Background: an optimization exercise with open tools, aiming at small area. Do not read the settings as production practice.
Only simulation tests tie the RTL to the original design; equivalence was not proved.
No run shown here takes its clock network from TritonCTS; it comes from the design's own scripts or RTL.
The clock port is modelled as an ideal driver, which makes a skipped or thinned clock tree look cheaper than it is; a real chip needs a root buffer or a tree.
No activity file was given, so power comes from the tool's default toggle rates.

File: flow/flow/run.sh
#!/bin/bash
# The standard layout, with three changes:
#  - the synthesized netlist is flow/netlist.v, built gate by gate from the same
#    function as the RTL (see gen/ in the version); this script first proves with
#    yosys that it does exactly what design.v does, and stops if it does not.
#    Its registers are the standard synthesis's: same names, same dfxtp cells;
#  - the port buffers are the smallest buffer (buf_1) instead of the delay buffer
#    the resizer picks by default;
#  - the clock of the seven registers comes through one clkbuf_4 placed among them
#    (flow/cts_one_buffer.tcl) instead of TritonCTS's root buffer, two leaf
#    buffers and a dummy load.
set -euo pipefail
here=$(pwd)
res=$here/orfs/results/$FLOW_PLATFORM/status_console/base
lib=$FLOW_HOME/platforms/$FLOW_PLATFORM/lib/sky130_fd_sc_hd__tt_025C_1v80.lib
export BUFFER_PORTS_ARGS="-buffer_cell sky130_fd_sc_hd__buf_1"

# The standard synthesis, for everything the later steps read besides the netlist
bash standard.sh synth > flow_synth.log 2>&1

bash flow/equiv.sh "$FLOW_DESIGN" flow/netlist.v "$lib" > flow_equiv.log 2>&1
grep -q "Equivalence successfully proven" flow_equiv.log

cp "$res/1_2_yosys.v" standard_1_2_yosys.v
cp flow/netlist.v "$res/1_2_yosys.v"
rm -f "$res/1_synth.odb" "$res/1_synth.sdc"
bash standard.sh place > flow_place.log 2>&1
RESULTS=$res LIB=$lib openroad -no_init -exit flow/cts_one_buffer.tcl > flow_cts.log 2>&1
bash standard.sh finish > flow_layout.log 2>&1
File: flow/constraint.sdc
create_clock -name core_clock -period 6.0 [get_ports {clk}]
set_input_delay 1.2000 -clock core_clock [delete_from_list [all_inputs] [get_ports {clk}]]
set_output_delay 1.2000 -clock core_clock [all_outputs]
set_load 0.01 [all_outputs]
File: flow/flow/netlist.v
/* Generated by Yosys 0.63+post (git sha1 UNKNOWN-dirty, g++ 11.4.0-1ubuntu1~22.04.3 -fPIC -O3) */

module status_console(clk, arst_n, status, fetch_addr, fetch_char);
  input clk;
  wire clk;
  input arst_n;
  wire arst_n;
  input [65:0] status;
  wire [65:0] status;
  input [9:0] fetch_addr;
  wire [9:0] fetch_addr;
  output [7:0] fetch_char;
  wire [7:0] fetch_char;
  wire cell_dec_en_h;
  wire cell_dec_en_s;
  wire cell_dec_in10_13;
  wire cell_dec_row14;
  wire cell_dec_row3;
  wire cell_dec_s0;
  wire cell_dec_s1;
  wire cell_dec_s10;
  wire cell_dec_s11;
  wire cell_dec_s12;
  wire cell_dec_s13;
  wire cell_dec_s14;
  wire cell_dec_s2;
  wire cell_dec_s3;
  wire cell_dec_s4;
  wire cell_dec_s5;
  wire cell_dec_s6;
  wire cell_dec_s7;
  wire cell_dec_s8;
  wire cell_dec_s9;
  wire hex_g_g0;
  wire hex_g_g1;
  wire hex_g_g2;
  wire hex_g_g3;
  wire hex_g_g4;
  wire hex_g_g5;
  wire hex_g_g6;
  wire mouse_g_g0;
  wire mouse_g_g1;
  wire mouse_g_g2;
  wire mouse_g_g5;
  wire mouse_g_g6;
  wire n1;
  wire n10;
  wire n11;
  wire n12;
  wire n13;
  wire n14;
  wire n15;
  wire n16;
  wire n17;
  wire n18;
  wire n19;
  wire n2;
  wire n20;
  wire n21;
  wire n22;
  wire n23;
  wire n24;
  wire n25;
  wire n26;
  wire n27;
  wire n28;
  wire n29;
  wire n3;
  wire n30;
  wire n31;
  wire n32;
  wire n33;
  wire n34;
  wire n35;
  wire n4;
  wire n5;
  wire n6;
  wire n7;
  wire n8;
  wire n9;
  wire res_g_g0;
  wire res_g_g1;
  wire res_g_g2;
  wire res_g_g3;
  wire res_g_g4;
  wire res_g_g5;
  wire res_g_g6;
  wire \u_cell_dec._00_ ;
  wire \u_cell_dec._01_ ;
  wire \u_cell_dec._02_ ;
  wire \u_cell_dec._03_ ;
  wire \u_cell_dec._04_ ;
  wire \u_cell_dec._05_ ;
  wire \u_cell_dec._06_ ;
  wire \u_cell_dec._07_ ;
  wire \u_cell_dec._08_ ;
  wire \u_cell_dec._09_ ;
  wire \u_cell_dec._10_ ;
  wire \u_cell_dec._11_ ;
  wire \u_cell_dec._12_ ;
  wire \u_cell_dec._13_ ;
  wire \u_cell_dec._14_ ;
  wire \u_cell_dec._15_ ;
  wire \u_cell_dec._16_ ;
  wire \u_cell_dec._17_ ;
  wire \u_cell_dec._18_ ;
  wire \u_cell_dec._19_ ;
  wire \u_cell_dec._20_ ;
  wire \u_hex_g._00_ ;
  wire \u_hex_g._01_ ;
  wire \u_hex_g._02_ ;
  wire \u_hex_g._03_ ;
  wire \u_hex_g._04_ ;
  wire \u_hex_g._05_ ;
  wire \u_hex_g._06_ ;
  wire \u_mouse_g._0_ ;
  wire \u_res_g._00_ ;
  wire \u_res_g._01_ ;
  wire \u_res_g._02_ ;
  wire \u_res_g._03_ ;
  wire \u_res_g._04_ ;
  wire \u_res_g._05_ ;
  wire \u_res_g._06_ ;
  wire \u_res_g._07_ ;
  wire \u_res_g._08_ ;
  wire \u_res_g._09_ ;
  wire \u_res_g._10_ ;
  wire \u_res_g._11_ ;
  wire \u_res_g._12_ ;
  wire \u_res_g._13_ ;
  wire \u_res_g._14_ ;
  wire \u_res_g._15_ ;
  wire \u_video_g._00_ ;
  wire \u_video_g._01_ ;
  wire \u_video_g._02_ ;
  wire \u_video_g._03_ ;
  wire \u_video_g._04_ ;
  wire \u_video_g._05_ ;
  wire \u_video_g._06_ ;
  wire \u_video_g._07_ ;
  wire \u_video_g._08_ ;
  wire \u_video_g._09_ ;
  wire video_g_g0;
  wire video_g_g1;
  wire video_g_g2;
  wire video_g_g3;
  wire video_g_g4;
  wire video_g_g5;
  wire video_g_g6;
  sky130_fd_sc_hd__dfxtp_1 \fetch_char[0]$_DFF_P_  (
    .CLK(clk),
    .D(n29),
    .Q(fetch_char[0])
  );
  sky130_fd_sc_hd__dfxtp_1 \fetch_char[1]$_DFF_P_  (
    .CLK(clk),
    .D(n30),
    .Q(fetch_char[1])
  );
  sky130_fd_sc_hd__dfxtp_1 \fetch_char[2]$_DFF_P_  (
    .CLK(clk),
    .D(n31),
    .Q(fetch_char[2])
  );
  sky130_fd_sc_hd__dfxtp_1 \fetch_char[3]$_DFF_P_  (
    .CLK(clk),
    .D(n32),
    .Q(fetch_char[3])
  );
  sky130_fd_sc_hd__dfxtp_1 \fetch_char[4]$_DFF_P_  (
    .CLK(clk),
    .D(n33),
    .Q(fetch_char[4])
  );
  sky130_fd_sc_hd__dfxtp_1 \fetch_char[5]$_DFF_P_  (
    .CLK(clk),
    .D(n34),
    .Q(fetch_char[5])
  );
  sky130_fd_sc_hd__dfxtp_1 \fetch_char[6]$_DFF_P_  (
    .CLK(clk),
    .D(n35),
    .Q(fetch_char[6])
  );
  sky130_fd_sc_hd__a222oi_1 g1 (
    .A1(cell_dec_s0),
    .A2(status[63]),
    .B1(cell_dec_s1),
    .B2(status[59]),
    .C1(cell_dec_s2),
    .C2(status[55]),
    .Y(n1)
  );
  sky130_fd_sc_hd__a222oi_1 g10 (
    .A1(cell_dec_s7),
    .A2(status[36]),
    .B1(cell_dec_s8),
    .B2(status[32]),
    .C1(cell_dec_s9),
    .C2(status[28]),
    .Y(n10)
  );
  sky130_fd_sc_hd__a222oi_1 g11 (
    .A1(cell_dec_s10),
    .A2(status[24]),
    .B1(cell_dec_s11),
    .B2(status[20]),
    .C1(cell_dec_s12),
    .C2(status[16]),
    .Y(n11)
  );
  sky130_fd_sc_hd__a22oi_1 g12 (
    .A1(cell_dec_s13),
    .A2(status[12]),
    .B1(cell_dec_s14),
    .B2(status[8]),
    .Y(n12)
  );
  sky130_fd_sc_hd__nand3_1 g13 (
    .A(n8),
    .B(n9),
    .C(n10),
    .Y(n13)
  );
  sky130_fd_sc_hd__nand2_1 g14 (
    .A(n11),
    .B(n12),
    .Y(n14)
  );
  sky130_fd_sc_hd__a222oi_1 g15 (
    .A1(cell_dec_s1),
    .A2(status[61]),
    .B1(cell_dec_s2),
    .B2(status[57]),
    .C1(cell_dec_s3),
    .C2(status[53]),
    .Y(n15)
  );
  sky130_fd_sc_hd__a222oi_1 g16 (
    .A1(cell_dec_s4),
    .A2(status[49]),
    .B1(cell_dec_s5),
    .B2(status[45]),
    .C1(cell_dec_s6),
    .C2(status[41]),
    .Y(n16)
  );
  sky130_fd_sc_hd__a222oi_1 g17 (
    .A1(cell_dec_s7),
    .A2(status[37]),
    .B1(cell_dec_s8),
    .B2(status[33]),
    .C1(cell_dec_s9),
    .C2(status[29]),
    .Y(n17)
  );
  sky130_fd_sc_hd__a222oi_1 g18 (
    .A1(cell_dec_s10),
    .A2(status[25]),
    .B1(cell_dec_s11),
    .B2(status[21]),
    .C1(cell_dec_s12),
    .C2(status[17]),
    .Y(n18)
  );
  sky130_fd_sc_hd__a22oi_1 g19 (
    .A1(cell_dec_s13),
    .A2(status[13]),
    .B1(cell_dec_s14),
    .B2(status[9]),
    .Y(n19)
  );
  sky130_fd_sc_hd__a222oi_1 g2 (
    .A1(cell_dec_s3),
    .A2(status[51]),
    .B1(cell_dec_s4),
    .B2(status[47]),
    .C1(cell_dec_s5),
    .C2(status[43]),
    .Y(n2)
  );
  sky130_fd_sc_hd__nand3_1 g20 (
    .A(n15),
    .B(n16),
    .C(n17),
    .Y(n20)
  );
  sky130_fd_sc_hd__nand2_1 g21 (
    .A(n18),
    .B(n19),
    .Y(n21)
  );
  sky130_fd_sc_hd__a222oi_1 g22 (
    .A1(cell_dec_s1),
    .A2(status[62]),
    .B1(cell_dec_s2),
    .B2(status[58]),
    .C1(cell_dec_s3),
    .C2(status[54]),
    .Y(n22)
  );
  sky130_fd_sc_hd__a222oi_1 g23 (
    .A1(cell_dec_s4),
    .A2(status[50]),
    .B1(cell_dec_s5),
    .B2(status[46]),
    .C1(cell_dec_s6),
    .C2(status[42]),
    .Y(n23)
  );
  sky130_fd_sc_hd__a222oi_1 g24 (
    .A1(cell_dec_s7),
    .A2(status[38]),
    .B1(cell_dec_s8),
    .B2(status[34]),
    .C1(cell_dec_s9),
    .C2(status[30]),
    .Y(n24)
  );
  sky130_fd_sc_hd__a222oi_1 g25 (
    .A1(cell_dec_s10),
    .A2(status[26]),
    .B1(cell_dec_s11),
    .B2(status[22]),
    .C1(cell_dec_s12),
    .C2(status[18]),
    .Y(n25)
  );
  sky130_fd_sc_hd__a22oi_1 g26 (
    .A1(cell_dec_s13),
    .A2(status[14]),
    .B1(cell_dec_s14),
    .B2(status[10]),
    .Y(n26)
  );
  sky130_fd_sc_hd__nand3_1 g27 (
    .A(n22),
    .B(n23),
    .C(n24),
    .Y(n27)
  );
  sky130_fd_sc_hd__nand2_1 g28 (
    .A(n25),
    .B(n26),
    .Y(n28)
  );
  sky130_fd_sc_hd__nand4_1 g29 (
    .A(hex_g_g0),
    .B(video_g_g0),
    .C(res_g_g0),
    .D(mouse_g_g0),
    .Y(n29)
  );
  sky130_fd_sc_hd__a222oi_1 g3 (
    .A1(cell_dec_s6),
    .A2(status[39]),
    .B1(cell_dec_s7),
    .B2(status[35]),
    .C1(cell_dec_s8),
    .C2(status[31]),
    .Y(n3)
  );
  sky130_fd_sc_hd__nand4_1 g30 (
    .A(hex_g_g1),
    .B(video_g_g1),
    .C(res_g_g1),
    .D(mouse_g_g1),
    .Y(n30)
  );
  sky130_fd_sc_hd__nand4_1 g31 (
    .A(hex_g_g2),
    .B(video_g_g2),
    .C(res_g_g2),
    .D(mouse_g_g2),
    .Y(n31)
  );
  sky130_fd_sc_hd__nand4_1 g32 (
    .A(hex_g_g3),
    .B(video_g_g3),
    .C(res_g_g3),
    .D(mouse_g_g2),
    .Y(n32)
  );
  sky130_fd_sc_hd__nand4_1 g33 (
    .A(hex_g_g4),
    .B(video_g_g4),
    .C(res_g_g4),
    .D(mouse_g_g1),
    .Y(n33)
  );
  sky130_fd_sc_hd__nor4_1 g34 (
    .A(hex_g_g5),
    .B(video_g_g5),
    .C(res_g_g5),
    .D(mouse_g_g5),
    .Y(n34)
  );
  sky130_fd_sc_hd__nand4_1 g35 (
    .A(hex_g_g6),
    .B(video_g_g6),
    .C(res_g_g6),
    .D(mouse_g_g6),
    .Y(n35)
  );
  sky130_fd_sc_hd__a222oi_1 g4 (
    .A1(cell_dec_s9),
    .A2(status[27]),
    .B1(cell_dec_s10),
    .B2(status[23]),
    .C1(cell_dec_s11),
    .C2(status[19]),
    .Y(n4)
  );
  sky130_fd_sc_hd__a222oi_1 g5 (
    .A1(cell_dec_s12),
    .A2(status[15]),
    .B1(cell_dec_s13),
    .B2(status[11]),
    .C1(cell_dec_s14),
    .C2(status[7]),
    .Y(n5)
  );
  sky130_fd_sc_hd__nand3_1 g6 (
    .A(n1),
    .B(n2),
    .C(n3),
    .Y(n6)
  );
  sky130_fd_sc_hd__nand2_1 g7 (
    .A(n4),
    .B(n5),
    .Y(n7)
  );
  sky130_fd_sc_hd__a222oi_1 g8 (
    .A1(cell_dec_s1),
    .A2(status[60]),
    .B1(cell_dec_s2),
    .B2(status[56]),
    .C1(cell_dec_s3),
    .C2(status[52]),
    .Y(n8)
  );
  sky130_fd_sc_hd__a222oi_1 g9 (
    .A1(cell_dec_s4),
    .A2(status[48]),
    .B1(cell_dec_s5),
    .B2(status[44]),
    .C1(cell_dec_s6),
    .C2(status[40]),
    .Y(n9)
  );
  sky130_fd_sc_hd__conb_1 tie_lo (
    .LO(fetch_char[7])
  );
  sky130_fd_sc_hd__nor2_1 \u_cell_dec._21_  (
    .A(\u_cell_dec._02_ ),
    .B(\u_cell_dec._19_ ),
    .Y(cell_dec_s10)
  );
  sky130_fd_sc_hd__nand2_1 \u_cell_dec._22_  (
    .A(\u_cell_dec._05_ ),
    .B(\u_cell_dec._01_ ),
    .Y(\u_cell_dec._20_ )
  );
  sky130_fd_sc_hd__nor2_1 \u_cell_dec._23_  (
    .A(\u_cell_dec._18_ ),
    .B(\u_cell_dec._20_ ),
    .Y(cell_dec_s9)
  );
  sky130_fd_sc_hd__nor2_1 \u_cell_dec._24_  (
    .A(\u_cell_dec._09_ ),
    .B(\u_cell_dec._20_ ),
    .Y(cell_dec_s8)
  );
  sky130_fd_sc_hd__nor2_1 \u_cell_dec._25_  (
    .A(\u_cell_dec._04_ ),
    .B(\u_cell_dec._20_ ),
    .Y(cell_dec_s7)
  );
  sky130_fd_sc_hd__nor2_1 \u_cell_dec._26_  (
    .A(\u_cell_dec._19_ ),
    .B(\u_cell_dec._20_ ),
    .Y(cell_dec_s6)
  );
  sky130_fd_sc_hd__nor2_1 \u_cell_dec._27_  (
    .A(\u_cell_dec._11_ ),
    .B(\u_cell_dec._18_ ),
    .Y(cell_dec_s5)
  );
  sky130_fd_sc_hd__nor2_1 \u_cell_dec._28_  (
    .A(\u_cell_dec._09_ ),
    .B(\u_cell_dec._11_ ),
    .Y(cell_dec_s4)
  );
  sky130_fd_sc_hd__nor2_1 \u_cell_dec._29_  (
    .A(\u_cell_dec._11_ ),
    .B(\u_cell_dec._19_ ),
    .Y(cell_dec_s2)
  );
  sky130_fd_sc_hd__nor2_1 \u_cell_dec._30_  (
    .A(\u_cell_dec._08_ ),
    .B(\u_cell_dec._18_ ),
    .Y(cell_dec_s1)
  );
  sky130_fd_sc_hd__clkinv_1 \u_cell_dec._31_  (
    .A(fetch_addr[4]),
    .Y(\u_cell_dec._00_ )
  );
  sky130_fd_sc_hd__nor2_1 \u_cell_dec._32_  (
    .A(fetch_addr[3]),
    .B(\u_cell_dec._00_ ),
    .Y(\u_cell_dec._01_ )
  );
  sky130_fd_sc_hd__nand2_1 \u_cell_dec._33_  (
    .A(fetch_addr[2]),
    .B(\u_cell_dec._01_ ),
    .Y(\u_cell_dec._02_ )
  );
  sky130_fd_sc_hd__clkinv_1 \u_cell_dec._34_  (
    .A(fetch_addr[1]),
    .Y(\u_cell_dec._03_ )
  );
  sky130_fd_sc_hd__nand2_1 \u_cell_dec._35_  (
    .A(fetch_addr[0]),
    .B(\u_cell_dec._03_ ),
    .Y(\u_cell_dec._04_ )
  );
  sky130_fd_sc_hd__nor2_1 \u_cell_dec._36_  (
    .A(\u_cell_dec._02_ ),
    .B(\u_cell_dec._04_ ),
    .Y(cell_dec_s11)
  );
  sky130_fd_sc_hd__clkinv_1 \u_cell_dec._37_  (
    .A(fetch_addr[2]),
    .Y(\u_cell_dec._05_ )
  );
  sky130_fd_sc_hd__nand2_1 \u_cell_dec._38_  (
    .A(fetch_addr[3]),
    .B(\u_cell_dec._00_ ),
    .Y(\u_cell_dec._06_ )
  );
  sky130_fd_sc_hd__a21oi_1 \u_cell_dec._39_  (
    .A1(\u_cell_dec._05_ ),
    .A2(\u_cell_dec._03_ ),
    .B1(\u_cell_dec._06_ ),
    .Y(\u_cell_dec._07_ )
  );
  sky130_fd_sc_hd__o21ai_0 \u_cell_dec._40_  (
    .A1(\u_cell_dec._05_ ),
    .A2(\u_cell_dec._03_ ),
    .B1(\u_cell_dec._07_ ),
    .Y(\u_cell_dec._08_ )
  );
  sky130_fd_sc_hd__or2_0 \u_cell_dec._41_  (
    .A(fetch_addr[0]),
    .B(\u_cell_dec._03_ ),
    .X(\u_cell_dec._09_ )
  );
  sky130_fd_sc_hd__nor2_1 \u_cell_dec._42_  (
    .A(\u_cell_dec._08_ ),
    .B(\u_cell_dec._09_ ),
    .Y(cell_dec_s0)
  );
  sky130_fd_sc_hd__nand4_1 \u_cell_dec._43_  (
    .A(\u_cell_dec._05_ ),
    .B(\u_cell_dec._03_ ),
    .C(fetch_addr[3]),
    .D(fetch_addr[4]),
    .Y(\u_cell_dec._10_ )
  );
  sky130_fd_sc_hd__nor2_1 \u_cell_dec._44_  (
    .A(fetch_addr[0]),
    .B(\u_cell_dec._10_ ),
    .Y(cell_dec_s14)
  );
  sky130_fd_sc_hd__nand3_1 \u_cell_dec._45_  (
    .A(fetch_addr[3]),
    .B(\u_cell_dec._00_ ),
    .C(fetch_addr[2]),
    .Y(\u_cell_dec._11_ )
  );
  sky130_fd_sc_hd__nor2_1 \u_cell_dec._46_  (
    .A(\u_cell_dec._04_ ),
    .B(\u_cell_dec._11_ ),
    .Y(cell_dec_s3)
  );
  sky130_fd_sc_hd__clkinv_1 \u_cell_dec._47_  (
    .A(\u_cell_dec._08_ ),
    .Y(cell_dec_in10_13)
  );
  sky130_fd_sc_hd__nor2_1 \u_cell_dec._48_  (
    .A(fetch_addr[6]),
    .B(fetch_addr[8]),
    .Y(\u_cell_dec._12_ )
  );
  sky130_fd_sc_hd__nor2b_1 \u_cell_dec._49_  (
    .A(fetch_addr[5]),
    .B_N(fetch_addr[7]),
    .Y(\u_cell_dec._13_ )
  );
  sky130_fd_sc_hd__clkinv_1 \u_cell_dec._50_  (
    .A(\u_cell_dec._13_ ),
    .Y(\u_cell_dec._14_ )
  );
  sky130_fd_sc_hd__nor2_1 \u_cell_dec._51_  (
    .A(fetch_addr[0]),
    .B(fetch_addr[1]),
    .Y(\u_cell_dec._15_ )
  );
  sky130_fd_sc_hd__o21a_1 \u_cell_dec._52_  (
    .A1(\u_cell_dec._02_ ),
    .A2(\u_cell_dec._15_ ),
    .B1(\u_cell_dec._10_ ),
    .X(\u_cell_dec._16_ )
  );
  sky130_fd_sc_hd__a2111oi_0 \u_cell_dec._53_  (
    .A1(fetch_addr[6]),
    .A2(fetch_addr[8]),
    .B1(\u_cell_dec._12_ ),
    .C1(\u_cell_dec._14_ ),
    .D1(\u_cell_dec._16_ ),
    .Y(cell_dec_en_s)
  );
  sky130_fd_sc_hd__and3_1 \u_cell_dec._54_  (
    .A(fetch_addr[6]),
    .B(fetch_addr[8]),
    .C(\u_cell_dec._13_ ),
    .X(cell_dec_row14)
  );
  sky130_fd_sc_hd__o311a_1 \u_cell_dec._55_  (
    .A1(\u_cell_dec._01_ ),
    .A2(\u_cell_dec._07_ ),
    .A3(cell_dec_s14),
    .B1(\u_cell_dec._12_ ),
    .C1(\u_cell_dec._13_ ),
    .X(cell_dec_en_h)
  );
  sky130_fd_sc_hd__nand2_1 \u_cell_dec._56_  (
    .A(fetch_addr[5]),
    .B(fetch_addr[6]),
    .Y(\u_cell_dec._17_ )
  );
  sky130_fd_sc_hd__nor3_1 \u_cell_dec._57_  (
    .A(fetch_addr[8]),
    .B(fetch_addr[7]),
    .C(\u_cell_dec._17_ ),
    .Y(cell_dec_row3)
  );
  sky130_fd_sc_hd__nand2_1 \u_cell_dec._58_  (
    .A(fetch_addr[0]),
    .B(fetch_addr[1]),
    .Y(\u_cell_dec._18_ )
  );
  sky130_fd_sc_hd__nor2_1 \u_cell_dec._59_  (
    .A(\u_cell_dec._02_ ),
    .B(\u_cell_dec._18_ ),
    .Y(cell_dec_s13)
  );
  sky130_fd_sc_hd__nor2_1 \u_cell_dec._60_  (
    .A(\u_cell_dec._02_ ),
    .B(\u_cell_dec._09_ ),
    .Y(cell_dec_s12)
  );
  sky130_fd_sc_hd__clkinv_1 \u_cell_dec._61_  (
    .A(\u_cell_dec._15_ ),
    .Y(\u_cell_dec._19_ )
  );
  sky130_fd_sc_hd__nor2_1 \u_hex_g._07_  (
    .A(n28),
    .B(n27),
    .Y(\u_hex_g._00_ )
  );
  sky130_fd_sc_hd__o21ai_0 \u_hex_g._08_  (
    .A1(n21),
    .A2(n20),
    .B1(cell_dec_en_h),
    .Y(\u_hex_g._01_ )
  );
  sky130_fd_sc_hd__o21ai_0 \u_hex_g._09_  (
    .A1(n14),
    .A2(n13),
    .B1(cell_dec_en_h),
    .Y(\u_hex_g._02_ )
  );
  sky130_fd_sc_hd__a21oi_1 \u_hex_g._10_  (
    .A1(\u_hex_g._01_ ),
    .A2(\u_hex_g._02_ ),
    .B1(\u_hex_g._00_ ),
    .Y(hex_g_g5)
  );
  sky130_fd_sc_hd__clkinv_1 \u_hex_g._11_  (
    .A(hex_g_g5),
    .Y(hex_g_g6)
  );
  sky130_fd_sc_hd__nand2_1 \u_hex_g._12_  (
    .A(cell_dec_en_h),
    .B(hex_g_g6),
    .Y(hex_g_g4)
  );
  sky130_fd_sc_hd__or2_0 \u_hex_g._13_  (
    .A(\u_hex_g._00_ ),
    .B(hex_g_g4),
    .X(hex_g_g3)
  );
  sky130_fd_sc_hd__nor2_1 \u_hex_g._14_  (
    .A(n7),
    .B(n6),
    .Y(\u_hex_g._03_ )
  );
  sky130_fd_sc_hd__nand2_1 \u_hex_g._15_  (
    .A(hex_g_g5),
    .B(\u_hex_g._03_ ),
    .Y(\u_hex_g._04_ )
  );
  sky130_fd_sc_hd__nor3_1 \u_hex_g._16_  (
    .A(n14),
    .B(n13),
    .C(\u_hex_g._04_ ),
    .Y(\u_hex_g._05_ )
  );
  sky130_fd_sc_hd__or2_0 \u_hex_g._17_  (
    .A(\u_hex_g._01_ ),
    .B(\u_hex_g._05_ ),
    .X(hex_g_g2)
  );
  sky130_fd_sc_hd__clkinv_1 \u_hex_g._18_  (
    .A(\u_hex_g._02_ ),
    .Y(\u_hex_g._06_ )
  );
  sky130_fd_sc_hd__a21oi_1 \u_hex_g._19_  (
    .A1(\u_hex_g._06_ ),
    .A2(\u_hex_g._04_ ),
    .B1(\u_hex_g._05_ ),
    .Y(hex_g_g1)
  );
  sky130_fd_sc_hd__o21a_1 \u_hex_g._20_  (
    .A1(hex_g_g4),
    .A2(\u_hex_g._03_ ),
    .B1(\u_hex_g._04_ ),
    .X(hex_g_g0)
  );
  sky130_fd_sc_hd__nand3_1 \u_mouse_g._1_  (
    .A(cell_dec_row14),
    .B(status[2]),
    .C(cell_dec_s12),
    .Y(mouse_g_g0)
  );
  sky130_fd_sc_hd__clkinv_1 \u_mouse_g._2_  (
    .A(mouse_g_g0),
    .Y(\u_mouse_g._0_ )
  );
  sky130_fd_sc_hd__a31oi_1 \u_mouse_g._3_  (
    .A1(cell_dec_s11),
    .A2(cell_dec_row14),
    .A3(status[0]),
    .B1(\u_mouse_g._0_ ),
    .Y(mouse_g_g2)
  );
  sky130_fd_sc_hd__nand3_1 \u_mouse_g._4_  (
    .A(cell_dec_row14),
    .B(status[1]),
    .C(cell_dec_s13),
    .Y(mouse_g_g1)
  );
  sky130_fd_sc_hd__nand2_1 \u_mouse_g._5_  (
    .A(mouse_g_g2),
    .B(mouse_g_g1),
    .Y(mouse_g_g5)
  );
  sky130_fd_sc_hd__clkinv_1 \u_mouse_g._6_  (
    .A(mouse_g_g5),
    .Y(mouse_g_g6)
  );
  sky130_fd_sc_hd__o21a_1 \u_res_g._16_  (
    .A1(fetch_addr[1]),
    .A2(fetch_addr[3]),
    .B1(fetch_addr[0]),
    .X(\u_res_g._00_ )
  );
  sky130_fd_sc_hd__clkinv_1 \u_res_g._17_  (
    .A(cell_dec_en_s),
    .Y(\u_res_g._01_ )
  );
  sky130_fd_sc_hd__nor3_1 \u_res_g._18_  (
    .A(fetch_addr[1]),
    .B(fetch_addr[3]),
    .C(\u_res_g._01_ ),
    .Y(\u_res_g._02_ )
  );
  sky130_fd_sc_hd__or2_0 \u_res_g._19_  (
    .A(fetch_addr[8]),
    .B(status[6]),
    .X(\u_res_g._03_ )
  );
  sky130_fd_sc_hd__nand2b_1 \u_res_g._20_  (
    .A_N(status[4]),
    .B(fetch_addr[8]),
    .Y(\u_res_g._04_ )
  );
  sky130_fd_sc_hd__o22ai_1 \u_res_g._21_  (
    .A1(status[5]),
    .A2(\u_res_g._03_ ),
    .B1(status[3]),
    .B2(\u_res_g._04_ ),
    .Y(\u_res_g._05_ )
  );
  sky130_fd_sc_hd__and2_0 \u_res_g._22_  (
    .A(\u_res_g._03_ ),
    .B(\u_res_g._04_ ),
    .X(\u_res_g._06_ )
  );
  sky130_fd_sc_hd__nor2_1 \u_res_g._23_  (
    .A(fetch_addr[1]),
    .B(\u_res_g._00_ ),
    .Y(\u_res_g._07_ )
  );
  sky130_fd_sc_hd__nor2b_1 \u_res_g._24_  (
    .A(\u_res_g._07_ ),
    .B_N(\u_res_g._05_ ),
    .Y(\u_res_g._08_ )
  );
  sky130_fd_sc_hd__a21oi_1 \u_res_g._25_  (
    .A1(\u_res_g._06_ ),
    .A2(\u_res_g._07_ ),
    .B1(\u_res_g._08_ ),
    .Y(\u_res_g._09_ )
  );
  sky130_fd_sc_hd__a211oi_1 \u_res_g._26_  (
    .A1(fetch_addr[1]),
    .A2(fetch_addr[3]),
    .B1(\u_res_g._01_ ),
    .C1(\u_res_g._09_ ),
    .Y(\u_res_g._10_ )
  );
  sky130_fd_sc_hd__clkinv_1 \u_res_g._27_  (
    .A(fetch_addr[3]),
    .Y(\u_res_g._11_ )
  );
  sky130_fd_sc_hd__nor2_1 \u_res_g._28_  (
    .A(\u_res_g._00_ ),
    .B(\u_res_g._08_ ),
    .Y(\u_res_g._12_ )
  );
  sky130_fd_sc_hd__o221ai_1 \u_res_g._29_  (
    .A1(\u_res_g._11_ ),
    .A2(\u_res_g._05_ ),
    .B1(\u_res_g._06_ ),
    .B2(\u_res_g._12_ ),
    .C1(cell_dec_en_s),
    .Y(res_g_g0)
  );
  sky130_fd_sc_hd__clkinv_1 \u_res_g._30_  (
    .A(res_g_g0),
    .Y(\u_res_g._13_ )
  );
  sky130_fd_sc_hd__nor2_1 \u_res_g._31_  (
    .A(\u_res_g._10_ ),
    .B(\u_res_g._13_ ),
    .Y(res_g_g6)
  );
  sky130_fd_sc_hd__nor2_1 \u_res_g._32_  (
    .A(\u_res_g._06_ ),
    .B(res_g_g6),
    .Y(res_g_g5)
  );
  sky130_fd_sc_hd__nor2_1 \u_res_g._33_  (
    .A(\u_res_g._02_ ),
    .B(res_g_g5),
    .Y(\u_res_g._14_ )
  );
  sky130_fd_sc_hd__a21oi_1 \u_res_g._34_  (
    .A1(\u_res_g._02_ ),
    .A2(\u_res_g._05_ ),
    .B1(\u_res_g._14_ ),
    .Y(\u_res_g._15_ )
  );
  sky130_fd_sc_hd__clkinv_1 \u_res_g._35_  (
    .A(\u_res_g._10_ ),
    .Y(res_g_g4)
  );
  sky130_fd_sc_hd__o211ai_1 \u_res_g._36_  (
    .A1(\u_res_g._00_ ),
    .A2(\u_res_g._15_ ),
    .B1(res_g_g4),
    .C1(\u_res_g._13_ ),
    .Y(res_g_g3)
  );
  sky130_fd_sc_hd__o21ai_0 \u_res_g._37_  (
    .A1(\u_res_g._10_ ),
    .A2(\u_res_g._13_ ),
    .B1(\u_res_g._07_ ),
    .Y(res_g_g2)
  );
  sky130_fd_sc_hd__clkinv_1 \u_res_g._38_  (
    .A(\u_res_g._15_ ),
    .Y(res_g_g1)
  );
  sky130_fd_sc_hd__nand3_1 \u_video_g._10_  (
    .A(cell_dec_in10_13),
    .B(cell_dec_row3),
    .C(fetch_addr[1]),
    .Y(\u_video_g._00_ )
  );
  sky130_fd_sc_hd__clkinv_1 \u_video_g._11_  (
    .A(status[65]),
    .Y(\u_video_g._01_ )
  );
  sky130_fd_sc_hd__nand2_1 \u_video_g._12_  (
    .A(status[64]),
    .B(\u_video_g._01_ ),
    .Y(\u_video_g._02_ )
  );
  sky130_fd_sc_hd__nor2_1 \u_video_g._13_  (
    .A(fetch_addr[0]),
    .B(\u_video_g._02_ ),
    .Y(\u_video_g._03_ )
  );
  sky130_fd_sc_hd__nand2_1 \u_video_g._14_  (
    .A(cell_dec_in10_13),
    .B(cell_dec_row3),
    .Y(\u_video_g._04_ )
  );
  sky130_fd_sc_hd__and2_0 \u_video_g._15_  (
    .A(fetch_addr[0]),
    .B(\u_video_g._02_ ),
    .X(\u_video_g._05_ )
  );
  sky130_fd_sc_hd__o21ai_0 \u_video_g._16_  (
    .A1(\u_video_g._04_ ),
    .A2(\u_video_g._05_ ),
    .B1(\u_video_g._00_ ),
    .Y(video_g_g5)
  );
  sky130_fd_sc_hd__nor2_1 \u_video_g._17_  (
    .A(status[64]),
    .B(status[65]),
    .Y(\u_video_g._06_ )
  );
  sky130_fd_sc_hd__nor2_1 \u_video_g._18_  (
    .A(\u_video_g._00_ ),
    .B(\u_video_g._06_ ),
    .Y(\u_video_g._07_ )
  );
  sky130_fd_sc_hd__a31oi_1 \u_video_g._19_  (
    .A1(\u_video_g._00_ ),
    .A2(video_g_g5),
    .A3(\u_video_g._06_ ),
    .B1(\u_video_g._07_ ),
    .Y(video_g_g2)
  );
  sky130_fd_sc_hd__o21bai_1 \u_video_g._20_  (
    .A1(\u_video_g._00_ ),
    .A2(\u_video_g._03_ ),
    .B1_N(video_g_g2),
    .Y(video_g_g3)
  );
  sky130_fd_sc_hd__clkinv_1 \u_video_g._21_  (
    .A(video_g_g5),
    .Y(video_g_g6)
  );
  sky130_fd_sc_hd__nor3_1 \u_video_g._22_  (
    .A(\u_video_g._00_ ),
    .B(\u_video_g._03_ ),
    .C(\u_video_g._05_ ),
    .Y(\u_video_g._08_ )
  );
  sky130_fd_sc_hd__o32a_1 \u_video_g._23_  (
    .A1(video_g_g6),
    .A2(\u_video_g._08_ ),
    .A3(\u_video_g._02_ ),
    .B1(\u_video_g._01_ ),
    .B2(\u_video_g._00_ ),
    .X(video_g_g1)
  );
  sky130_fd_sc_hd__nor2_1 \u_video_g._24_  (
    .A(video_g_g6),
    .B(\u_video_g._08_ ),
    .Y(\u_video_g._09_ )
  );
  sky130_fd_sc_hd__nand2_1 \u_video_g._25_  (
    .A(video_g_g3),
    .B(\u_video_g._09_ ),
    .Y(video_g_g0)
  );
  sky130_fd_sc_hd__a31oi_1 \u_video_g._26_  (
    .A1(\u_video_g._00_ ),
    .A2(video_g_g5),
    .A3(\u_video_g._03_ ),
    .B1(\u_video_g._08_ ),
    .Y(video_g_g4)
  );
endmodule
File: flow/flow/equiv.sh
#!/bin/bash
# equiv.sh DESIGN NETLIST LIB: proves that NETLIST does what DESIGN (the RTL) does,
# register for register (the registers are paired by name).
set -euo pipefail
D=$1; N=$2; LIB=$3; T=$(mktemp -d equiv.XXXXXX)
yosys -p "read_verilog -sv $D; hierarchy -top status_console; proc; flatten; memory; memory_map; opt; rename status_console gold; write_rtlil $T/gold.il"
yosys -p "read_liberty -ignore_miss_func $LIB; read_verilog $N; hierarchy -top status_console; proc; flatten; opt_clean; rename status_console gate; write_rtlil $T/gate.il"
yosys -p "read_rtlil $T/gold.il; read_rtlil $T/gate.il; equiv_make gold gate equiv; hierarchy -top equiv; equiv_simple -seq 2; equiv_induct -seq 2; equiv_status -assert"
rm -rf "$T"
File: flow/standard.sh
#!/bin/bash
# synth_recipe.tcl (not shown) runs the flow's synth.tcl, then flattens the netlist and writes it again
# the make line also repeats each setting of config.mk as NAME=value (left out here)
make -C /OpenROAD-flow-scripts/flow DESIGN_CONFIG=/design/flow/config.mk WORK_HOME=/design/flow/orfs CLKGATE_MAP_FILE= SYNTH_SCRIPT=/design/flow/synth_recipe.tcl "${@:-finish}"
File: flow/config.mk
export PLATFORM = sky130hd
export DESIGN_NAME = status_console
export DESIGN_NICKNAME = status_console
export VERILOG_FILES = /design/flow/design.v
export SDC_FILE = /design/flow/constraint.sdc
export NUM_CORES = 4
export LEC_CHECK = 0
export CAP_MARGIN = 20
export CORE_AREA = 2.3 2.72 58.7 60.0
export CTS_BUF_LIST = sky130_fd_sc_hd__clkbuf_2
export DIE_AREA = 0 0 61 62.2
export PLACE_DENSITY = 0.7
export SLEW_MARGIN = 20
export SYNTH_MEMORY_MAX_BITS = 8192
File: flow/flow/cts_one_buffer.tcl
# Clock "tree" for the seven fetch_char registers: one clkbuf_4 between the clk
# port and every register clock pin, placed at the registers' centroid. All
# registers get the same clock arrival; no other change to the placement.
set res $::env(RESULTS)
read_liberty $::env(LIB)
read_db $res/3_place.odb
read_sdc $res/3_place.sdc

set block [ord::get_db_block]
set clk [$block findNet clk]
set master [[ord::get_db] findMaster sky130_fd_sc_hd__clkbuf_4]
set buf [odb::dbInst_create $block $master clkbuf_regs]
set leaf [odb::dbNet_create $block clknet_regs]
$leaf setSigType CLOCK
$clk setSigType CLOCK

set n 0; set sx 0; set sy 0
foreach it [$clk getITerms] {
  set inst [$it getInst]
  if {[[$it getMTerm] getName] ne "CLK"} { error "unexpected load on clk: [$inst getName]" }
  $it disconnect
  $it connect $leaf
  lassign [$inst getLocation] x y
  incr sx $x; incr sy $y; incr n
}
puts "moved $n register clock pins to clknet_regs"
[$buf findITerm A] connect $clk
[$buf findITerm X] connect $leaf
$buf setLocation [expr {$sx / $n}] [expr {$sy / $n}]
$buf setPlacementStatus PLACED
global_connect

detailed_placement
check_placement -verbose

set_propagated_clock [all_clocks]
estimate_parasitics -placement
report_clock_skew
report_checks -path_delay min_max
report_check_types -max_slew -max_capacitance -violators

write_db $res/4_1_cts.odb
write_sdc $res/4_cts.sdc
file copy -force $res/4_1_cts.odb $res/4_cts.odb
File: flow/design.v
typedef logic [7:0]  char_t;        
typedef logic [9:0]  cell_addr_t;   
typedef logic [4:0]  row_t;
typedef logic [4:0]  col_t;
typedef logic [6:0]  str_addr_t;    
typedef logic [56:0] chip_id_t;
typedef struct packed {
   logic progress;
   logic result;
} test_status_t;
typedef struct packed {
   logic         vga;
   logic         mode;      
   chip_id_t     chip_id;
   test_status_t memtest;
   test_status_t sdtest;
   logic [2:0]   mouse;     
} status_t;
`timescale 1ns/1ns
module video_text (
   input  logic [1:0] pos,
   input  logic       vga,
   input  logic       mode,
   output logic [6:0] ch
);
   always_comb
      case ({vga, mode, pos})
         4'b1010, 4'b1110: ch = 7'h56;    
         4'b1011, 4'b1111: ch = 7'h47;    
         4'b1000, 4'b1100: ch = 7'h41;    
         4'b1001, 4'b1101: ch = 7'h20;
         4'b0110:          ch = 7'h4E;    
         4'b0111:          ch = 7'h54;    
         4'b0100:          ch = 7'h53;    
         4'b0101:          ch = 7'h43;    
         4'b0010:          ch = 7'h50;    
         4'b0011:          ch = 7'h41;    
         4'b0000:          ch = 7'h4C;    
         default:          ch = 7'h20;
      endcase
endmodule
module result_text (
   input  logic [3:0] pos,
   input  logic       progress,
   input  logic       result,
   output logic [6:0] ch
);
   always_comb begin
      ch = 7'h20;
      if (progress)
         case (pos)
            4'd5: ch = 7'h77;    
            4'd6: ch = 7'h61;    
            4'd7: ch = 7'h69;    
            4'd8: ch = 7'h74;    
            default: ;
         endcase
      else if (result)
         case (pos)
            4'd5: ch = 7'h4F;    
            4'd6: ch = 7'h4B;    
            default: ;
         endcase
      else
         case (pos)
            4'd5: ch = 7'h45;    
            4'd8: ch = 7'h4F;    
            default: ch = 7'h52;  
         endcase
   end
endmodule
module mouse_text (
   input  logic [1:0] pos,
   input  logic [2:0] mouse,       
   output logic [6:0] ch
);
   always_comb
      case (pos)
         2'd1:    ch = mouse[0] ? 7'h4C : 7'h20;    
         2'd2:    ch = mouse[2] ? 7'h4D : 7'h20;    
         default: ch = mouse[1] ? 7'h52 : 7'h20;    
      endcase
endmodule
`timescale 1ns/1ns
module id_nibble_mux (
   input  logic [24:10] col_sel,
   input  logic [56:0]  chip_id,
   output logic [3:0]   nib
);
   logic [59:0] id_full;
   assign id_full = {3'b000, chip_id};
   always_comb begin
      nib = 4'h0;
      for (int col = 10; col <= 24; col++)
         nib = nib | ({4{col_sel[col]}} & id_full[4*(24 - col) +: 4]);
   end
endmodule
module hex_digit (
   input  logic [3:0] nib,
   output logic [6:0] ch
);
   always_comb
      case (nib)
         4'h0: ch = 7'h30;  4'h1: ch = 7'h31;  4'h2: ch = 7'h32;  4'h3: ch = 7'h33;
         4'h4: ch = 7'h34;  4'h5: ch = 7'h35;  4'h6: ch = 7'h36;  4'h7: ch = 7'h37;
         4'h8: ch = 7'h38;  4'h9: ch = 7'h39;  4'hA: ch = 7'h41;  4'hB: ch = 7'h42;
         4'hC: ch = 7'h43;  4'hD: ch = 7'h44;  4'hE: ch = 7'h45;  default: ch = 7'h46;
      endcase
endmodule
`timescale 1ns/1ns
module cell_decode (
   input  logic [9:0]  addr,
   output logic [25:10] col_sel,    
   output logic        row3,        
   output logic        row4,        
   output logic        row_res,     
   output logic        row14        
);
   logic [4:0] r, c;
   assign r = addr[9:5];
   assign c = addr[4:0];
   always_comb
      for (int i = 10; i <= 25; i++)
         col_sel[i] = (c == 5'(i));
   assign row3    = ~r[3] & ~r[2] &  r[1] &  r[0];
   assign row4    = ~r[3] &  r[2] & ~r[1] & ~r[0];
   assign row_res =  (r[3] ^ r[1]) & r[2] & ~r[0];
   assign row14   =  r[3] &  r[2] &  r[1] & ~r[0];
endmodule
`timescale 1ns/1ns
module status_console (
   input  logic         clk,
   input  logic         arst_n,
   input  logic [65:0]  status,        
   input  logic [9:0]   fetch_addr,    
   output logic [7:0]   fetch_char     
);
typedef logic [7:0]  char_t;        
typedef logic [9:0]  cell_addr_t;   
typedef logic [4:0]  row_t;
typedef logic [4:0]  col_t;
typedef logic [6:0]  str_addr_t;    
typedef logic [56:0] chip_id_t;
typedef struct packed {
   logic progress;
   logic result;
} test_status_t;
typedef struct packed {
   logic         vga;
   logic         mode;      
   chip_id_t     chip_id;
   test_status_t memtest;
   test_status_t sdtest;
   logic [2:0]   mouse;     
} status_t;
   status_t st;
   assign st = status;
   logic [25:10] col_sel;
   logic         row3, row4, row_res, row14;
   cell_decode u_dec (.addr(fetch_addr), .col_sel, .row3, .row4, .row_res, .row14);
   logic [3:0] nib;
   logic [6:0] hex_ch, video_ch, res_ch, mouse_ch;
   test_status_t t;
   id_nibble_mux u_nib (.col_sel(col_sel[24:10]), .chip_id(st.chip_id), .nib);
   hex_digit     u_hex (.nib, .ch(hex_ch));
   video_text u_video (.pos(fetch_addr[1:0]), .vga(st.vga), .mode(st.mode), .ch(video_ch));
   assign t = fetch_addr[8] ? st.sdtest : st.memtest;     
   result_text u_res (.pos(fetch_addr[3:0]), .progress(t.progress), .result(t.result),
                      .ch(res_ch));
   mouse_text u_mouse (.pos(fetch_addr[1:0]), .mouse(st.mouse), .ch(mouse_ch));
   logic in_id, in_video, in_res, in_mouse;
   assign in_id    = row4    & (|col_sel[24:10]);
   assign in_video = row3    & (|col_sel[13:10]);
   assign in_res   = row_res & (|col_sel[25:21]);
   assign in_mouse = row14   & (|col_sel[23:21]);
   logic [6:0] ch;
   always_comb
      for (int b = 0; b < 7; b++)
         if (b == 5)    
            ch[b] = ~((in_id    & ~hex_ch[b])   | (in_video & ~video_ch[b]) |
                      (in_res   & ~res_ch[b])   | (in_mouse & ~mouse_ch[b]));
         else
            ch[b] =   (in_id    &  hex_ch[b])   | (in_video &  video_ch[b]) |
                      (in_res   &  res_ch[b])   | (in_mouse &  mouse_ch[b]);
   always_ff @(posedge clk) begin
      fetch_char <= {1'b0, ch};
   end
endmodule
==> results of run 1 <==
==> per-layer routing <==
| layer | vias to the layer above | track usage | wire, um |
|---|---|---|---|
| met5 | - | 0 | 0 |
| met4 | 0 | 0.00543 | 0 |
| met3 | 0 | 0.0146 | 233 |
| met2 | 66 | 0.290 | 1640 |
| met1 | 638 | 0.230 | 1380 |
| li1 | 732 | - | - |
==> cell type report <==
type,instances,area share
inverters,17,0.0501
well taps,46,0.0452
plain buffers,1,0.00590
multi-input cells,120,0.547
flip-flops and latches,7,0.110
repair buffers,82,0.242
==> worst paths after layout <==
path / endpoint / slack [ps]
setup / recovery: fetch_char[3]$_DFF_P_ / 2330
hold / removal: fetch_char[0]$_DFF_P_ / 1390
==> placed cells by master (no fill, tap or decap) <==
cell / instances
a21oi_1: 5
conb_1: 1
o211ai_1: 1
o32a_1: 1
a22oi_1: 3
nor4_1: 1
o21bai_1: 1
nand2_1: 16
o21ai_0: 5
and3_1: 1
a211oi_1: 1
o22ai_1: 1
or2_0: 4
nand2b_1: 1
a222oi_1: 17
buf_1: 82
o221ai_1: 1
o21a_1: 3
a31oi_1: 3
o311a_1: 1
clkbuf_4: 1
nand4_1: 7
and2_0: 2
nor2_1: 29
dfxtp_1: 7
nor3_1: 4
a2111oi_0: 1
clkinv_1: 17
nor2b_1: 2
nand3_1: 8
==> power by group <==
part | switching (mW) | total, mW | internal [mW] | leakage (nW)
Combinational | 0.0270 | 0.0470 | 0.0200 | 0.368
Sequential | 0.000226 | 0.0478 | 0.0476 | 0.0566
Clock | 0.00915 | 0.0171 | 0.00793 | 0.00460
==> per-stage QoR <==
stage,setup WS (ps),hold WS [ps],area (sq um)
2_1_floorplan,2730,1390,900
3_3_place_gp,2240,1530,1260
3_5_place_dp,2190,1530,1260
5_1_grt,1930,1410,1270
6_report,2330,1390,1270
==> flow_summary.toml, run 1 <==
[status]
status = "timing/DRC/antenna clean"

[floorplan]
core_area_sq_um = 3210
die_w_um = 61
initial_core_util = 0.281
io-pin-count = 86
row_count = 21
dieArea_sq_um = 3790
dieHeight_um = 62.2

[hold_path]
worstHoldPathType = "primary input to flip-flop"
min-delay-start = "status[2]"
hold_depth = 3

[pwr]
vdd_ir_drop_max_mv = 0.0380
total_leakage_power_nw = 0.429
p_per_area_nw_per_um2 = 88.0
finalPower_mw = 0.112

[worst_setup_path]
critical_path.most_common_cell = "nor2_1"
crit_slowest_cell = "a2111oi_0"
crit_cells = 13
crit_family = "compound AO/OA/AOI/OAI gates"
path_class = "primary input to flip-flop"
cp-end-kind = "flip-flop"
critical_path.cell_chain = "buf_1 > nor2_1 > nand2_1 > o21a_1 > a2111oi_0 > clkinv_1 > a211oi_1 > nor2_1 > nor2_1 > nor2_1 > a21oi_1 > o211ai_1 > nand4_1"
cp.required_ps = 6070
critPathLaunchType = "primary input"
cp.arrival_ps = 3750
critPathMaxStageDelay_ps = 480
worst-path-max-fanout = 8
cp_num_buf_inv = 2
setup.worst_path.start = "fetch_addr[3]"

[drt]
vias = 1436
ant_nets = 0
drc = 0
wl_um = 3250
via_per_inst = 5.26
drt_first_pass_iters = 7
drtIter0Drc = 90
wire_per_inst_um = 11.9

[sta]
final_hold_viol_count = 0
slew_violations = 0
worst_slew_pin_slew_ps = 590
tns_ps = 0
post-route-period-util = 0.612
fmax_mhz = 272
relSlewSlack = 0.597
final-setup-viol-count = 0
period_needed_ps = 3670
rsz0062_at_grt = "false"

[layout]
multiInputGateArea_sq_um = 696
largest_reg_flops = 7
ff_latch_area_sq_um = 140
area_growth_pct = 41.4
top_regs = "fetch_char (7)"
post-route-util = 0.397
layout.nets = 307
instances_no_fill = 273
regMostFlops = "fetch_char"
antennaDiodeCount = 0
drive_gt1_frac = 0.00441
fillCellCount = 362

[placement]
hpwl_um = 2830
dpl.cell_count = 272
gp_congestion = 0.923
portBuffers = 82

[synth]
ys.warnings.count = 7
synth_cells = 144
synth_area_sq_um = 900
synth.net_count = 222
avgSynthCellArea_sq_um = 6.25

[grt]
grtUsageTotal = 0.167
overflow = 0
antenna_found_initial = 0
grt_pass1_vias = 1210
grt_pass1_wl_um = 5200
grt_start_max_net_pins = 9

[clocking]
path_clk_slew_ps = 60

[run]
drv_cap = 0
==> run 2: changes to the inputs <==
--- a/flow/flow/netlist.v
+++ b/flow/flow/netlist.v
@@ -126,8 +126,2 @@
   wire \u_res_g._09_ ;
-  wire \u_res_g._10_ ;
-  wire \u_res_g._11_ ;
-  wire \u_res_g._12_ ;
-  wire \u_res_g._13_ ;
-  wire \u_res_g._14_ ;
-  wire \u_res_g._15_ ;
   wire \u_video_g._00_ ;
@@ -773,90 +767,73 @@
   );
-  sky130_fd_sc_hd__o21a_1 \u_res_g._16_  (
-    .A1(fetch_addr[1]),
-    .A2(fetch_addr[3]),
-    .B1(fetch_addr[0]),
-    .X(\u_res_g._00_ )
+  sky130_fd_sc_hd__nand2b_1 \u_res_g._10_  (
+    .A_N(status[4]),
+    .B(fetch_addr[8]),
+    .Y(\u_res_g._00_ )
   );
-  sky130_fd_sc_hd__clkinv_1 \u_res_g._17_  (
-    .A(cell_dec_en_s),
+  sky130_fd_sc_hd__o32ai_1 \u_res_g._11_  (
+    .A1(fetch_addr[8]),
+    .A2(status[6]),
+    .A3(status[5]),
+    .B1(status[3]),
+    .B2(\u_res_g._00_ ),
     .Y(\u_res_g._01_ )
   );
-  sky130_fd_sc_hd__nor3_1 \u_res_g._18_  (
-    .A(fetch_addr[1]),
-    .B(fetch_addr[3]),
-    .C(\u_res_g._01_ ),
+  sky130_fd_sc_hd__a21oi_1 \u_res_g._12_  (
+    .A1(fetch_addr[0]),
+    .A2(fetch_addr[3]),
+    .B1(fetch_addr[1]),
     .Y(\u_res_g._02_ )
   );
-  sky130_fd_sc_hd__or2_0 \u_res_g._19_  (
-    .A(fetch_addr[8]),
-    .B(status[6]),
-    .X(\u_res_g._03_ )
+  sky130_fd_sc_hd__clkinv_1 \u_res_g._13_  (
+    .A(\u_res_g._02_ ),
+    .Y(\u_res_g._03_ )
   );
-  sky130_fd_sc_hd__nand2b_1 \u_res_g._20_  (
-    .A_N(status[4]),
-    .B(fetch_addr[8]),
+  sky130_fd_sc_hd__o21ai_0 \u_res_g._14_  (
+    .A1(fetch_addr[0]),
+    .A2(\u_res_g._01_ ),
+    .B1(\u_res_g._03_ ),
     .Y(\u_res_g._04_ )
   );
-  sky130_fd_sc_hd__o22ai_1 \u_res_g._21_  (
-    .A1(status[5]),
-    .A2(\u_res_g._03_ ),
-    .B1(status[3]),
-    .B2(\u_res_g._04_ ),
+  sky130_fd_sc_hd__clkinv_1 \u_res_g._15_  (
+    .A(\u_res_g._01_ ),
     .Y(\u_res_g._05_ )
   );
-  sky130_fd_sc_hd__and2_0 \u_res_g._22_  (
-    .A(\u_res_g._03_ ),
-    .B(\u_res_g._04_ ),
+  sky130_fd_sc_hd__o21a_1 \u_res_g._16_  (
+    .A1(fetch_addr[8]),
+    .A2(status[6]),
+    .B1(\u_res_g._00_ ),
     .X(\u_res_g._06_ )
   );
-  sky130_fd_sc_hd__nor2_1 \u_res_g._23_  (
-    .A(fetch_addr[1]),
-    .B(\u_res_g._00_ ),
+  sky130_fd_sc_hd__clkinv_1 \u_res_g._17_  (
+    .A(fetch_addr[3]),
     .Y(\u_res_g._07_ )
   );
-  sky130_fd_sc_hd__nor2b_1 \u_res_g._24_  (
-    .A(\u_res_g._07_ ),
-    .B_N(\u_res_g._05_ ),
-    .Y(\u_res_g._08_ )
-  );
-  sky130_fd_sc_hd__a21oi_1 \u_res_g._25_  (
-    .A1(\u_res_g._06_ ),
-    .A2(\u_res_g._07_ ),
-    .B1(\u_res_g._08_ ),
-    .Y(\u_res_g._09_ )
+  sky130_fd_sc_hd__o221ai_1 \u_res_g._18_  (
+    .A1(\u_res_g._07_ ),
+    .A2(\u_res_g._01_ ),
+    .B1(\u_res_g._04_ ),
+    .B2(\u_res_g._06_ ),
+    .C1(cell_dec_en_s),
+    .Y(res_g_g0)
   );
-  sky130_fd_sc_hd__a211oi_1 \u_res_g._26_  (
+  sky130_fd_sc_hd__a21oi_1 \u_res_g._19_  (
     .A1(fetch_addr[1]),
     .A2(fetch_addr[3]),
-    .B1(\u_res_g._01_ ),
-    .C1(\u_res_g._09_ ),
-    .Y(\u_res_g._10_ )
-  );
-  sky130_fd_sc_hd__clkinv_1 \u_res_g._27_  (
-    .A(fetch_addr[3]),
-    .Y(\u_res_g._11_ )
-  );
-  sky130_fd_sc_hd__nor2_1 \u_res_g._28_  (
-    .A(\u_res_g._00_ ),
-    .B(\u_res_g._08_ ),
-    .Y(\u_res_g._12_ )
+    .B1(\u_res_g._05_ ),
+    .Y(\u_res_g._08_ )
   );
-  sky130_fd_sc_hd__o221ai_1 \u_res_g._29_  (
-    .A1(\u_res_g._11_ ),
-    .A2(\u_res_g._05_ ),
-    .B1(\u_res_g._06_ ),
-    .B2(\u_res_g._12_ ),
+  sky130_fd_sc_hd__o221ai_1 \u_res_g._20_  (
+    .A1(\u_res_g._03_ ),
+    .A2(\u_res_g._06_ ),
+    .B1(\u_res_g._02_ ),
+    .B2(\u_res_g._08_ ),
     .C1(cell_dec_en_s),
-    .Y(res_g_g0)
+    .Y(res_g_g4)
   );
-  sky130_fd_sc_hd__clkinv_1 \u_res_g._30_  (
+  sky130_fd_sc_hd__and2_0 \u_res_g._21_  (
     .A(res_g_g0),
-    .Y(\u_res_g._13_ )
-  );
-  sky130_fd_sc_hd__nor2_1 \u_res_g._31_  (
-    .A(\u_res_g._10_ ),
-    .B(\u_res_g._13_ ),
-    .Y(res_g_g6)
+    .B(res_g_g4),
+    .X(res_g_g6)
   );
-  sky130_fd_sc_hd__nor2_1 \u_res_g._32_  (
+  sky130_fd_sc_hd__nor2_1 \u_res_g._22_  (
     .A(\u_res_g._06_ ),
@@ -865,33 +842,24 @@
   );
-  sky130_fd_sc_hd__nor2_1 \u_res_g._33_  (
-    .A(\u_res_g._02_ ),
-    .B(res_g_g5),
-    .Y(\u_res_g._14_ )
-  );
-  sky130_fd_sc_hd__a21oi_1 \u_res_g._34_  (
-    .A1(\u_res_g._02_ ),
+  sky130_fd_sc_hd__o21ai_0 \u_res_g._23_  (
+    .A1(fetch_addr[3]),
     .A2(\u_res_g._05_ ),
-    .B1(\u_res_g._14_ ),
-    .Y(\u_res_g._15_ )
+    .B1(res_g_g5),
+    .Y(\u_res_g._09_ )
   );
-  sky130_fd_sc_hd__clkinv_1 \u_res_g._35_  (
-    .A(\u_res_g._10_ ),
-    .Y(res_g_g4)
+  sky130_fd_sc_hd__a21o_1 \u_res_g._24_  (
+    .A1(\u_res_g._04_ ),
+    .A2(\u_res_g._09_ ),
+    .B1(res_g_g0),
+    .X(res_g_g3)
+  );
+  sky130_fd_sc_hd__or2_0 \u_res_g._25_  (
+    .A(\u_res_g._03_ ),
+    .B(res_g_g6),
+    .X(res_g_g2)
   );
-  sky130_fd_sc_hd__o211ai_1 \u_res_g._36_  (
-    .A1(\u_res_g._00_ ),
-    .A2(\u_res_g._15_ ),
-    .B1(res_g_g4),
-    .C1(\u_res_g._13_ ),
-    .Y(res_g_g3)
-  );
-  sky130_fd_sc_hd__o21ai_0 \u_res_g._37_  (
-    .A1(\u_res_g._10_ ),
-    .A2(\u_res_g._13_ ),
-    .B1(\u_res_g._07_ ),
-    .Y(res_g_g2)
-  );
-  sky130_fd_sc_hd__clkinv_1 \u_res_g._38_  (
-    .A(\u_res_g._15_ ),
-    .Y(res_g_g1)
+  sky130_fd_sc_hd__o21a_1 \u_res_g._26_  (
+    .A1(fetch_addr[3]),
+    .A2(res_g_g4),
+    .B1(\u_res_g._09_ ),
+    .X(res_g_g1)
   );
==> run 2 against run 1 <==
Critical path type unchanged; largest power group unchanged; worst hold slack lost 9.6 ps; sequential power about the same; die area unchanged; clock power about the same; sequential share of layout area grew 0.15 points; setup slack better by 170 ps; critical path depth down 2; routed wire length fell by 4.6%; global-route usage decreased by 0.57 points; fmax is 4.7% higher; combinational power is 2% lower; total power decreased by 0.80%; still clean on timing, DRC and antenna; largest cell class unchanged.
==> flow_summary.toml, run 2 <==
[run]
drv_cap = 0

[synth]
synth_area_sq_um = 882
ys.warnings.count = 7
synth.net_count = 216
synth_cells = 138
avgSynthCellArea_sq_um = 6.39

[floorplan]
core_area_sq_um = 3210
die_w_um = 61
initial_core_util = 0.275
dieArea_sq_um = 3790
row_count = 21
dieHeight_um = 62.2
io-pin-count = 86

[sta]
slew_violations = 0
relSlewSlack = 0.585
worst_slew_pin_slew_ps = 606
final_hold_viol_count = 0
rsz0062_at_grt = "false"
final-setup-viol-count = 0
worst_slack_ps = 2490
tns_ps = 0
post-route-period-util = 0.584
fmax_mhz = 285
period_needed_ps = 3510

[pwr]
p_per_area_nw_per_um2 = 88.5
vdd_ir_drop_max_mv = 0.0352
total_leakage_power_nw = 0.422
finalPower_mw = 0.111

[grt]
grtUsageTotal = 0.161
grt_pass1_wl_um = 5000
overflow = 0
grt_pass1_vias = 1147
grt_start_max_net_pins = 10
antenna_found_initial = 0

[drt]
vias = 1350
drc = 0
drtIter0Drc = 83
via_per_inst = 5.06
ant_nets = 0
wire_per_inst_um = 11.6
drt_first_pass_iters = 5
wl_um = 3100

[placement]
pre_cts_ws_ps = 2340
gp_congestion = 0.781
portBuffers = 82
hpwl_um = 2710

[worst_setup_path]
critPathLaunchType = "primary input"
critical_path.most_common_cell = "nor2_1"
cp.required_ps = 6070
cp-end-kind = "flip-flop"
cp_num_buf_inv = 1
critical_path.cell_chain = "buf_1 > nor2_1 > nand2_1 > o21a_1 > a2111oi_0 > o221ai_1 > and2_0 > nor2_1 > o21ai_0 > a21o_1 > nand4_1"
crit_family = "compound AO/OA/AOI/OAI gates"
path_class = "primary input to flip-flop"
crit_slowest_cell = "a2111oi_0"
critPathMaxStageDelay_ps = 470
cp.arrival_ps = 3580
worst-path-max-fanout = 9

[layout]
final_common_cell = "buf_1"
regMostFlops = "fetch_char"
top_regs = "fetch_char (7)"
area_growth_pct = 42.3
antennaDiodeCount = 0
drive_gt1_frac = 0.00452
layout.nets = 301
final_cell_mix = "82 x buf_1, 25 x nor2_1, 17 x a222oi_1"
largest_reg_flops = 7

[status]
status = "timing/DRC/antenna clean"

[hold_path]
worstHoldPathType = "primary input to flip-flop"

[clocking]
path_clk_slew_ps = 60
[run 2: area by class of cell]
class                      count  area (sq um)
inverter                      15          56.3
buffer                         1          7.51
fill                         382          1950
timing repair buffer          82           308
sequential                     7           140
tap                           46          57.6
multi-input combinational    116           686
[run 2: final timing paths]
check / start / to / slack (ps) / cells after the start
min: status[2] / fetch_char[0]$_DFF_P_ / 1380 / 3
max: fetch_addr[3] / fetch_char[3]$_DFF_P_ / 2490 / 11
[run 2: report_power, final]
part | internal (mW) | switching, mW | leakage [nW] | total [mW]
clock network | 0.00793 | 0.00896 | 0.00460 | 0.0169
logic | 0.0197 | 0.0265 | 0.361 | 0.0462
registers | 0.0477 | 0.000235 | 0.0567 | 0.0479
total | 0.0754 | 0.0357 | 0.422 | 0.111
[run 2: metal layers]
layer | GRT usage | up-vias | wire (um)
li1 | - | 716 | -
met1 | 0.222 | 584 | 1370
met2 | 0.281 | 50 | 1510
met3 | 0.0125 | 0 | 214
met4 | 0.00815 | 0 | 0
met5 | 0 | - | 0
[run 2: metrics by stage]
stage	area [sq um]	hold WS, ps	utilization	instances
detailed placement	1250	1520	0.389	266
global route	1250	1400	0.391	267
floorplan	882	1390	-	138
global placement	1250	1530	0.389	266
finish	1250	1380	0.391	267

separate check: timing with driven ports:
The flow's constraints put no driver on any port. The routed layouts listed below were extracted and timed again, unchanged, in two steps. Step 1 (the two cells are an assumption about what drives the block):
set clk [get_ports {clk}]
set_driving_cell -lib_cell sky130_fd_sc_hd__clkbuf_16 $clk
set_driving_cell -lib_cell sky130_fd_sc_hd__buf_2 [delete_from_list [all_inputs] $clk]
Step 2 adds t to the input delays and takes it off the output delays; t is the mean of the earliest and latest rising clock arrival at the registers after step 1. Input paths then give back, and output paths get back, about the clock's delay inside the block. Slacks: no drivers / after step 1 / after step 2; pairs: no drivers / after step 1.
run	shift t [ns]	setup WS [ns]	worst setup path after step 2	slew at the worst register clock pin (ns)
run 1	0.149	2.328 / 2.323 / 2.174	input to register	0.06 / 0.06
run 2	0.147	2.495 / 2.481 / 2.334	input to register	0.06 / 0.06
After both steps setup and hold are still met in every run listed. The setup slack of run 2, which loses most, moves by -0.014 ns with the drivers and by -0.161 ns with both steps.
